From an optimization exercise on the open Yosys and OpenROAD flow, aimed at a short achievable clock period and few clock cycles; shortcuts taken in it are not production practice.
The RTL was checked by simulation tests, not by an equivalence proof against the original design.
Power is estimated from default activity; no workload was simulated.

==> flow/design.v <==
`timescale 1ns/1ps
`default_nettype none
module regFile (
    input  wire         clk,
    input  wire         rst_n,
    input  wire  [4:0]  rs,
    input  wire  [4:0]  rt,
    output wire  [31:0] rsVal,
    output wire  [31:0] rtVal,
    input  wire  [31:1] wrEn,    
    input  wire  [31:0] wrData
);
    logic [32*32-1:0] flat;
    assign flat[31:0] = '0;
    genvar i;
    generate
        for (i = 1; i < 32; i++) begin : g_reg
            logic [31:0] r;
            always_ff @(posedge clk or negedge rst_n) begin
                if (!rst_n) begin
                    r <= '0;
                end else if (wrEn[i]) begin
                    r <= wrData;
                end
            end
            assign flat[32*i +: 32] = r;
        end
    endgenerate
    assign rsVal = flat[32*rs +: 32];
    assign rtVal = flat[32*rt +: 32];
endmodule
`default_nettype wire
`timescale 1ns/1ps
`default_nettype none
module ksAdd32 (
    input  wire  [31:0] a,
    input  wire  [31:0] b,
    input  wire         inv,
    output wire  [31:0] sum
);
    logic [31:0] g [6];
    logic [31:0] p [6];
    assign g[0] = a & b;
    assign p[0] = a | b;
    genvar k, i;
    generate
        for (k = 1; k < 6; k++) begin : g_level
            for (i = 0; i < 32; i++) begin : g_bit
                if (i >= (1 << (k - 1))) begin : g_op
                    assign g[k][i] = g[k-1][i] | (p[k-1][i] & g[k-1][i - (1 << (k - 1))]);
                    assign p[k][i] = p[k-1][i] & p[k-1][i - (1 << (k - 1))];
                end else begin : g_pass
                    assign g[k][i] = g[k-1][i];
                    assign p[k][i] = p[k-1][i];
                end
            end
        end
    endgenerate
    wire [31:0] half  = (a ^ b) ^ {32{inv}};
    wire [31:0] carry = {g[5][30:0], 1'b0};
    assign sum = half ^ carry;
endmodule
`default_nettype wire
`timescale 1ns/1ps
`default_nettype none
module mipsCore (
    input  wire         clk,
    input  wire         rst_n,
    input  wire         icacheStall,
    input  wire  [31:0] icacheRdata,
    output wire  [29:0] icacheAddr,
    input  wire         dcacheStall,
    input  wire  [31:0] dcacheRdata,
    output wire         dcacheRead,
    output wire         dcacheWrite,
    output wire  [29:0] dcacheAddr,
    output wire  [31:0] dcacheWdata
);
    localparam logic [5:0] OP_R    = 6'h00;
    localparam logic [5:0] OP_BEQ  = 6'h04;
    localparam logic [5:0] OP_ADDI = 6'h08;
    localparam logic [5:0] OP_LW   = 6'h23;
    localparam logic [5:0] OP_SW   = 6'h2b;
    localparam logic [5:0] FN_ADD = 6'h20;
    localparam logic [5:0] FN_SUB = 6'h22;
    localparam logic [5:0] FN_AND = 6'h24;
    localparam logic [5:0] FN_OR  = 6'h25;
    localparam logic [5:0] FN_SLT = 6'h2a;
    wire        pipeStall = icacheStall | dcacheStall;
    wire [31:0] hold      = {32{pipeStall}};
    wire        redirect;
    logic        ifValid;
    logic [31:0] ifInstr;
    logic [29:0] ifPcPlus1;
    logic        exRegWrite;
    logic        exMemRead;
    logic        exMemWrite;
    logic        exBranch;
    logic [4:0]  exWsel;
    logic [29:0] exTarget;
    logic [31:0] exA;     
    logic [31:0] exB;     
    logic [31:0] exS;
    logic [4:0]  exSelA;  
    logic [4:0]  exSelAN;
    logic [2:0]  exSelB;  
    logic [2:0]  exSelBN;
    logic [2:0]  exSelS;  
    logic [3:0]  exSelR;  
    logic        exSub;
    logic        memRegWrite;
    logic        memMemRead;
    logic        memLoadWr;   
    logic [31:1] memWe;       
    logic        memMemWrite;
    logic [4:0]  memWsel;
    logic [31:0] memAluOut;
    logic [31:0] memAluOutN;  
    logic [31:0] memWb;       
    logic [31:0] memStore;
    logic [29:0] pc;
    wire  [29:0] pcPlus1 = pc + 30'd1;
    wire  [15:0] fImm     = icacheRdata[15:0];
    wire         fTaken   = icacheRdata[31:26] == OP_BEQ &&
                            icacheRdata[25:21] == icacheRdata[20:16];
    wire  [30:0] fTargetX = {pc, 1'b1} + {{14{fImm[15]}}, fImm, 1'b1};
    wire  [29:0] fTarget  = fTargetX[30:1];
    assign icacheAddr = pc;
    localparam int NBTB = 4;
    logic [NBTB-1:0] btbValid;
    logic [29:0]     btbTag    [NBTB];
    logic [29:0]     btbTarget [NBTB];
    logic [1:0]      btbNext;
    logic [29:0]     lastPc;    
    logic            lastSeq;   
    logic [NBTB-1:0] btbHitV;
    logic [29:0]     btbTgt;
    always_comb begin
        btbTgt = '0;
        for (int i = 0; i < NBTB; i++) begin
            btbHitV[i] = btbValid[i] && btbTag[i] == pc;
            btbTgt     = btbTgt | ({30{btbHitV[i]}} & btbTarget[i]);
        end
    end
    wire btbHit   = |btbHitV;
    wire btbLearn = fTaken && lastSeq;
    always_ff @(posedge clk or negedge rst_n) begin
        if (!rst_n) begin
            pc       <= '0;
            ifValid  <= 1'b0;
            lastSeq  <= 1'b0;
            btbValid <= '0;
            btbNext  <= '0;
        end else if (!pipeStall) begin
            if (redirect) begin
                pc      <= exTarget;
                ifValid <= 1'b0;
                lastSeq <= 1'b0;
            end else if (fTaken) begin
                pc      <= fTarget;
                ifValid <= 1'b1;
                lastSeq <= 1'b0;
            end else if (btbHit) begin
                pc      <= btbTgt;
                ifValid <= 1'b1;
                lastSeq <= 1'b0;
            end else begin
                pc      <= pcPlus1;
                ifValid <= 1'b1;
                lastSeq <= 1'b1;
            end
            if (btbLearn) begin
                btbValid[btbNext] <= 1'b1;
                btbNext           <= btbNext + 2'd1;
            end
        end
    end
    always_ff @(posedge clk) begin
        if (!pipeStall) begin
            lastPc <= pc;
            if (btbLearn) begin
                btbTag[btbNext]    <= lastPc;
                btbTarget[btbNext] <= fTarget;
            end
        end
    end
    always_ff @(posedge clk) begin
        if (!pipeStall) begin
            ifInstr   <= icacheRdata;
            ifPcPlus1 <= pcPlus1;
        end
    end
    wire [5:0]  op     = ifInstr[31:26];
    wire [4:0]  rs     = ifInstr[25:21];
    wire [4:0]  rt     = ifInstr[20:16];
    wire [4:0]  rd     = ifInstr[15:11];
    wire [15:0] imm    = ifInstr[15:0];
    wire [5:0]  funct  = ifInstr[5:0];
    wire [31:0] immExt = {{16{imm[15]}}, imm};
    wire isAdd  = op == OP_R && funct == FN_ADD;
    wire isSubI = op == OP_R && funct == FN_SUB;
    wire isAndI = op == OP_R && funct == FN_AND;
    wire isOrI  = op == OP_R && funct == FN_OR;
    wire isSltI = op == OP_R && funct == FN_SLT;
    wire isR    = isAdd | isSubI | isAndI | isOrI | isSltI;
    wire isAddi = op == OP_ADDI;
    wire isLw   = op == OP_LW;
    wire isSw   = op == OP_SW;
    wire isBr   = op == OP_BEQ && rs != rt && imm != 16'd0;
    wire [4:0] dWsel     = isR ? rd : rt;
    wire       dRegWrite = ifValid && (isR | isAddi | isLw) && dWsel != 5'd0;
    wire       dMemRead  = ifValid && isLw;
    wire       dMemWrite = ifValid && isSw;
    wire       dBranch   = ifValid && isBr;
    wire       aluSrcImm = isAddi | isLw | isSw;
    wire       dSub      = isSubI | isSltI;
    wire eRs = exRegWrite && exWsel == rs;
    wire eRt = exRegWrite && exWsel == rt;
    wire        mRs  = memRegWrite && memWsel == rs;
    wire        mRt  = memRegWrite && memWsel == rt;
    wire [31:0] mVal = memLoadWr ? dcacheRdata : memWb;
    wire [31:0] rfRs;
    wire [31:0] rfRt;
    regFile regs (
        .clk    (clk),
        .rst_n  (rst_n),
        .rs     (rs),
        .rt     (rt),
        .rsVal  (rfRs),
        .rtVal  (rfRt),
        .wrEn   (memWe),
        .wrData (mVal)
    );
    wire [31:0] rsVal = mRs ? mVal : rfRs;
    wire [31:0] rtVal = mRt ? mVal : rfRt;
    wire        fwdB   = eRt && !aluSrcImm;
    wire [4:0]  dSelA  = {!eRs,
                          eRs && exMemRead && dSub, eRs && exMemRead && !dSub,
                          eRs && !exMemRead && dSub, eRs && !exMemRead && !dSub};
    wire [2:0]  dSelB  = {!fwdB, fwdB && exMemRead, fwdB && !exMemRead};
    wire [2:0]  dSelS  = {!eRt, eRt && exMemRead, eRt && !exMemRead};
    wire [3:0]  dSelR  = {isSltI, isOrI, isAndI, !(isSltI | isOrI | isAndI)};
    wire [31:0] dA     = dSub ? ~rsVal : rsVal;
    wire [31:0] dB     = aluSrcImm ? immExt : rtVal;
    always_ff @(posedge clk or negedge rst_n) begin
        if (!rst_n) begin
            exRegWrite <= 1'b0;
            exMemRead  <= 1'b0;
            exMemWrite <= 1'b0;
            exBranch   <= 1'b0;
        end else if (!pipeStall) begin
            exRegWrite <= dRegWrite && !redirect;
            exMemRead  <= dMemRead && !redirect;
            exMemWrite <= dMemWrite && !redirect;
            exBranch   <= dBranch && !redirect;
        end
    end
    always_ff @(posedge clk) begin
        if (!pipeStall) begin
            exWsel   <= dWsel;
            exTarget <= ifPcPlus1 + immExt[29:0];
        end
    end
    always_ff @(posedge clk) begin
        exA    <= (exA & hold) | (dA & ~hold);
        exB    <= (exB & hold) | (dB & ~hold);
        exS    <= (exS & hold) | (rtVal & ~hold);
        exSelA  <= pipeStall ? ~exSelAN : dSelA;
        exSelAN <= pipeStall ? ~exSelA : ~dSelA;
        exSelB  <= pipeStall ? ~exSelBN : dSelB;
        exSelBN <= pipeStall ? ~exSelB : ~dSelB;
        exSelS <= (exSelS & hold[2:0]) | (dSelS & ~hold[2:0]);
        exSelR <= (exSelR & hold[3:0]) | (dSelR & ~hold[3:0]);
        exSub  <= (exSub & pipeStall) | (dSub & !pipeStall);
    end
    wire [4:0]  selAH = ~exSelAN;
    wire [2:0]  selBH = ~exSelBN;
    wire [31:0] opA = ({{16{selAH[0]}}, {16{exSelA[0]}}} & memAluOut) |
                      ({{16{selAH[1]}}, {16{exSelA[1]}}} & memAluOutN) |
                      ({{16{selAH[2]}}, {16{exSelA[2]}}} & dcacheRdata) |
                      ({{16{selAH[3]}}, {16{exSelA[3]}}} & ~dcacheRdata) |
                      ({{16{selAH[4]}}, {16{exSelA[4]}}} & exA);
    wire [31:0] opB = ({{16{selBH[0]}}, {16{exSelB[0]}}} & memAluOut) |
                      ({{16{selBH[1]}}, {16{exSelB[1]}}} & dcacheRdata) |
                      ({{16{selBH[2]}}, {16{exSelB[2]}}} & exB);
    wire [31:0] stData = ({32{exSelS[0]}} & memAluOut) |
                         ({32{exSelS[1]}} & dcacheRdata) |
                         ({32{exSelS[2]}} & exS);
    wire [31:0] sum;
    ksAdd32 adder (
        .a   (opA),
        .b   (opB),
        .inv (exSub),
        .sum (sum)
    );
    wire        lt   = (opA[31] == opB[31]) ? !opA[31] : sum[31];
    wire [31:0] aluOut = ({32{exSelR[0]}} & sum) |
                         ({32{exSelR[1]}} & (opA & opB)) |
                         ({32{exSelR[2]}} & (opA | opB)) |
                         {31'd0, exSelR[3] & lt};
    assign redirect = exBranch && opA == opB;
    always_ff @(posedge clk or negedge rst_n) begin
        if (!rst_n) begin
            memRegWrite <= 1'b0;
            memMemRead  <= 1'b0;
            memLoadWr   <= 1'b0;
            memWe       <= '0;
            memMemWrite <= 1'b0;
        end else if (!pipeStall) begin
            memRegWrite <= exRegWrite;
            memMemRead  <= exMemRead;
            memLoadWr   <= exMemRead && exRegWrite;
            for (int i = 1; i < 32; i++) begin
                memWe[i] <= exRegWrite && exWsel == i;
            end
            memMemWrite <= exMemWrite;
        end
    end
    always_ff @(posedge clk) begin
        if (!pipeStall) begin
            memWsel  <= exWsel;
            memStore <= stData;
            memWb    <= aluOut;
        end
    end
    always_ff @(posedge clk) begin
        memAluOut  <= pipeStall ? ~memAluOutN : aluOut;
        memAluOutN <= pipeStall ? ~memAluOut : ~aluOut;
    end
    assign dcacheRead  = memMemRead;
    assign dcacheWrite = memMemWrite;
    assign dcacheAddr  = memAluOut[31:2];
    assign dcacheWdata = memStore;
endmodule
`default_nettype wire
==> flow/run.sh <==
#!/bin/bash
# synth_recipe.tcl (not shown) runs the flow's synth.tcl, then flattens the netlist and writes it again
# the make line also repeats each setting of config.mk as NAME=value (left out here)
make -C /OpenROAD-flow-scripts/flow DESIGN_CONFIG=/design/flow/config.mk WORK_HOME=/design/flow/orfs CLKGATE_MAP_FILE= SYNTH_SCRIPT=/design/flow/synth_recipe.tcl finish
==> flow/config.mk <==
export PLATFORM = sky130hd
export DESIGN_NAME = mipsCore
export DESIGN_NICKNAME = mipsCore
export VERILOG_FILES = /design/flow/design.v
export SDC_FILE = /design/flow/constraint.sdc
export NUM_CORES = 4
export LEC_CHECK = 0
export CAP_MARGIN = 20
export CORE_MARGIN = 2
export CORE_UTILIZATION = 25
export PLACE_DENSITY = 0.5
export SETUP_SLACK_MARGIN = 3.6
export SLEW_MARGIN = 20
==> flow/constraint.sdc <==
create_clock -name core_clock -period 6.0 [get_ports {clk}]
set_input_delay 1.2000 -clock core_clock [delete_from_list [all_inputs] [get_ports {clk}]]
set_output_delay 1.2000 -clock core_clock [all_outputs]
set_load 0.01 [all_outputs]
==> out/results.ini <==
[status]
status=complete, no violations

[detailed_routing]
drt-wirelength-per-cell_um=28.1
routed_wl_um=349000
drt-initial-drc-count=7687
drtPass1Iterations=6
ant_nets=0
num_vias=66900
route.detailed.drc=0
vias_per_cell=5.38

[yosys]
synthMuxAreaShare_pct=18.4
syn_inst=7209
avgSynthCellArea_um2=11.9
synth-simple-area-share_pct=8.39
syn_area_um2=85600
synth_top_family_by_area=multiplexers
synth_nets=7408
ys_ff_latch=1689
async_flop_share_pct=63.3
synthXorXnorAreaFrac_pct=3.25
synth.yosys.seq_area_share_pct=52.1
synth_flop_cell=dfrtp_1
synth_compound_area_share_pct=11.9
synth_fa_ha_area_share_pct=1.93
synth_edf_count=540
synth_cell_type_count=82
synth_warnings=5

[setup_path]
critPathCaptureType=flip-flop
cp_top_family=simple AND/OR/NAND/NOR gates
cp.depth=13
crit_slowest_cell=or4_4
path_buf_inv=2
crit_type=input port to flip-flop
cp.required_ns=6.77
crit_chain=clkbuf_4 -> mux2i_1 -> or3_4 -> inv_1 -> ha_2 -> nor4_4 -> nand2_2 -> or4_4 -> o21ai_4 -> a21boi_2 -> o2111a_1 -> a211o_1 -> mux2_2
worstSetupStartpointType=input port
arrival_ns=4.19
critical_path.max_stage_delay_ns=0.47
r2r_cells=15
crit_path_max_fanout=6

[cts]
cts_max_level=4
cts_max_path_buffers=4
cts_tree=done
cts_sinks=1689
path_clk_slew_ns=0.06
cts_buffers=187
cts-root-buf=clkbuf_16
hold_buffers=0
clock_latency_ns=0.91

[sta]
grt_setup_unrepaired=true
finalCriticalPeriod_ns=3.42
whs_ns=0.392
worst_slack_ns=2.58
clock_skew_ns=0.0897
fin_crit_sh_pct=57.1
hold_violations=0
tns_ns=0
worst_pin_slew_ns=1.21
drv_slew=0
relSlewSlack_pct=19.5
max_freq_mhz=292
setup-violations-final=0

[global_routing]
grt_pass1_vias=65000
antenna_found_initial=21
grt_use_met3_pct=3.77
grt_max_degree=148
met2_usage_pct=30.6
overflow=0
grtUsageMet1_pct=25.9
grt_busiest_layer=met2
grt_pass1_wl_um=488000
grt_use_total_pct=19.3

[power_and_ir_drop]
leakage_uw=0.0390
p_per_area_nw_per_um2=272
vdd.ir_drop.worst_v=0.000232
power_uw=30800

[placement]
preCtsSetupSlack_ns=0.790
gp_congestion=0.858
hpwl_um=187000
portBuffers=161

[layout]
layout_commonest_cell=nor2_1
n_fill_cell=33100
multiInputGateArea_um2=42300
layout_common_cells=nor2_1 (1090), a21oi_1 (1064), dfrtp_1 (1008)
area_growth_pct=32.4
fin_nets=7947
post-route-util_pct=33.3
register_area_um2=44900
layout-drive-gt1-share_pct=34.2

[floorplanning]
ios=162
dieWidth_um=589
rows=214
die_y_um=589
die_area_um2=347000
start_util_pct=25.1
coreArea_um2=340000

[worst_hold_path]
hold_path.class=flip-flop to flip-flop
min_path_cells=1

[run]
cap_violations=0

## worst register-to-register path, cell delays in order (launching register included)
cell	delay, ns
dfxtp_4	0.39
buf_12	0.15
a222oi_1	0.44
buf_4	0.18
ha_1	0.19
inv_1	0.11
a2111oi_4	0.37
o311a_1	0.20
o21a_4	0.22
o21ai_4	0.14
buf_4	0.17
buf_6	0.11
xnor2_4	0.13
o21ai_2	0.20
nor2_1	0.09
o21bai_1	0.17
## area by class of cell
type,count,area share (%)
flip-flops and latches,1689,39.6
repair buffers,1014,12.0
well taps,4536,5.01
clock inverters,62,0.585
inverters,170,0.602
diodes,9,0.0199
multi-input cells,4686,37.3
clock buffers,270,4.81
## worst paths after layout
path | from | to | slack, ns
hold / removal | memAluOutN[5] | memAluOut[5] | 0.39
setup / recovery | dcacheRdata[16] | memAluOut[25] | 2.58
min in group asynchronous | rst_n | regs.g_reg[22].r[26] | 0.41
hold reg to reg | memAluOutN[5] | memAluOut[5] | 0.39
setup reg to reg | exSelB[0] | memAluOutN[22] | 2.60
max in group asynchronous | rst_n | regs.g_reg[4].r[9] | 4.08
## state kept, by name, indices dropped and copies added, names as in the netlist, 2 cells and up, named ones only
| signal | cells |
|---|---|
| exSelB | 3 |
| ifInstr | 32 |
| memStore | 32 |
| exSelA | 5 |
| btbTarget | 120 |
| btbValid | 4 |
| pc | 30 |
| exTarget | 30 |
| exWsel | 5 |
| btbNext | 2 |
| btbTag | 120 |
| memAluOutN | 32 |
| memWsel | 5 |
| lastPc | 30 |
| regs.g.r | 992 |
| memWe | 31 |
| ifPcPlus1 | 30 |
| exSelBN | 3 |
| memWb | 32 |
| exSelAN | 5 |
| memAluOut | 32 |
## synth_stat cells, types with 60 or more instances
| library cell | number | share of area [%] |
|---|---|---|
| nor2_1 | 1152 | 5.1 |
| a21oi_1 | 1146 | 6.7 |
| dfrtp_1 | 1069 | 31 |
| mux4_2 | 576 | 15 |
| edfxtp_1 | 540 | 19 |
| clkbuf_1 | 515 | 2.3 |
| xnor2_1 | 245 | 2.5 |
| inv_1 | 169 | 0.74 |
| nand2_1 | 167 | 0.73 |
| mux2_2 | 153 | 2.0 |
| ha_1 | 129 | 1.9 |
| mux2i_1 | 105 | 1.2 |
| o21ai_0 | 90 | 0.53 |
| a22o_1 | 85 | 0.87 |
| dfxtp_1 | 80 | 1.9 |
| xor2_1 | 73 | 0.75 |
| buf_2 | 71 | 0.42 |
| a222oi_1 | 61 | 0.71 |
| a22oi_1 | 60 | 0.53 |
## what timing repair did
item	4_1_cts	5_1_grt
resized for setup	1588	398
buffers inserted	397	157
pin swaps	214	212
cloned	121	23
endpoints found under the hold margin	0	0
endpoints found under the setup margin	1441	711
## kinds of logic (layout without fill, tap and decap cells)
family / after synthesis / count (layout)
buffers and inverters: 846 / 1516
XOR/XNOR: 318 / 318
AND/OR/NAND/NOR: 1671 / 1681
multiplexers: 834 / 836
flip-flops: 1689 / 1689
AO/OA/AOI/OAI: 1720 / 1720
other: 0 / 9
adder cells (fa/ha/maj): 131 / 131
## per-layer routing
layer  vias to the layer above  share of wire, %  wire length (um)
met2                      3527                46            160000
li1                      27700                 -                 -
met4                        14               4.7             16300
met3                       782               8.8             30800
met5                         -             0.025                88
met1                     34800                41            141000
## per-stage QoR
step	cells	area, um2
floorplan	7209	85900
global placement	11400	92300
detailed placement	11400	92400
CTS	12200	109000
global route	12400	113000
finish	12400	113000
## power breakdown
| group | total, uW | internal, uW | switching (uW) | leakage, uW |
|---|---|---|---|---|
| combinational | 6020 | 2790 | 3230 | 0.0210 |
| clock | 11900 | 6810 | 5050 | 0.00301 |
| sequential | 12900 | 12500 | 389 | 0.0151 |
Testbench counts, summed over its fixed seeds: cycles 33,016.

-- separate check: timing with driven ports --
No port has a modelled driver above. Below, the same layout with a new extraction and two added sets of constraints.
Step 1 (the two cells are an assumption about what drives the block):
set clk [get_ports {clk}]
set_driving_cell -lib_cell sky130_fd_sc_hd__clkbuf_16 $clk
set_driving_cell -lib_cell sky130_fd_sc_hd__buf_2 [delete_from_list [all_inputs] $clk]
Step 2 times the ports against the registers' clock, not the clock port: input delays grow and output delays shrink by t, the midpoint of the rising clock arrivals with the driver on.
Slacks: ideal / step 1 / step 2; pairs: ideal / step 1.
shift t [ns]: 0.954
setup slack, ns: 2.575 / 2.485 / 1.531
worst slew at a driven data input, ns: 0.21
After both steps this run still meets setup and hold. The setup slack of this run moves by -0.090 ns with the drivers and by -1.044 ns with both steps.
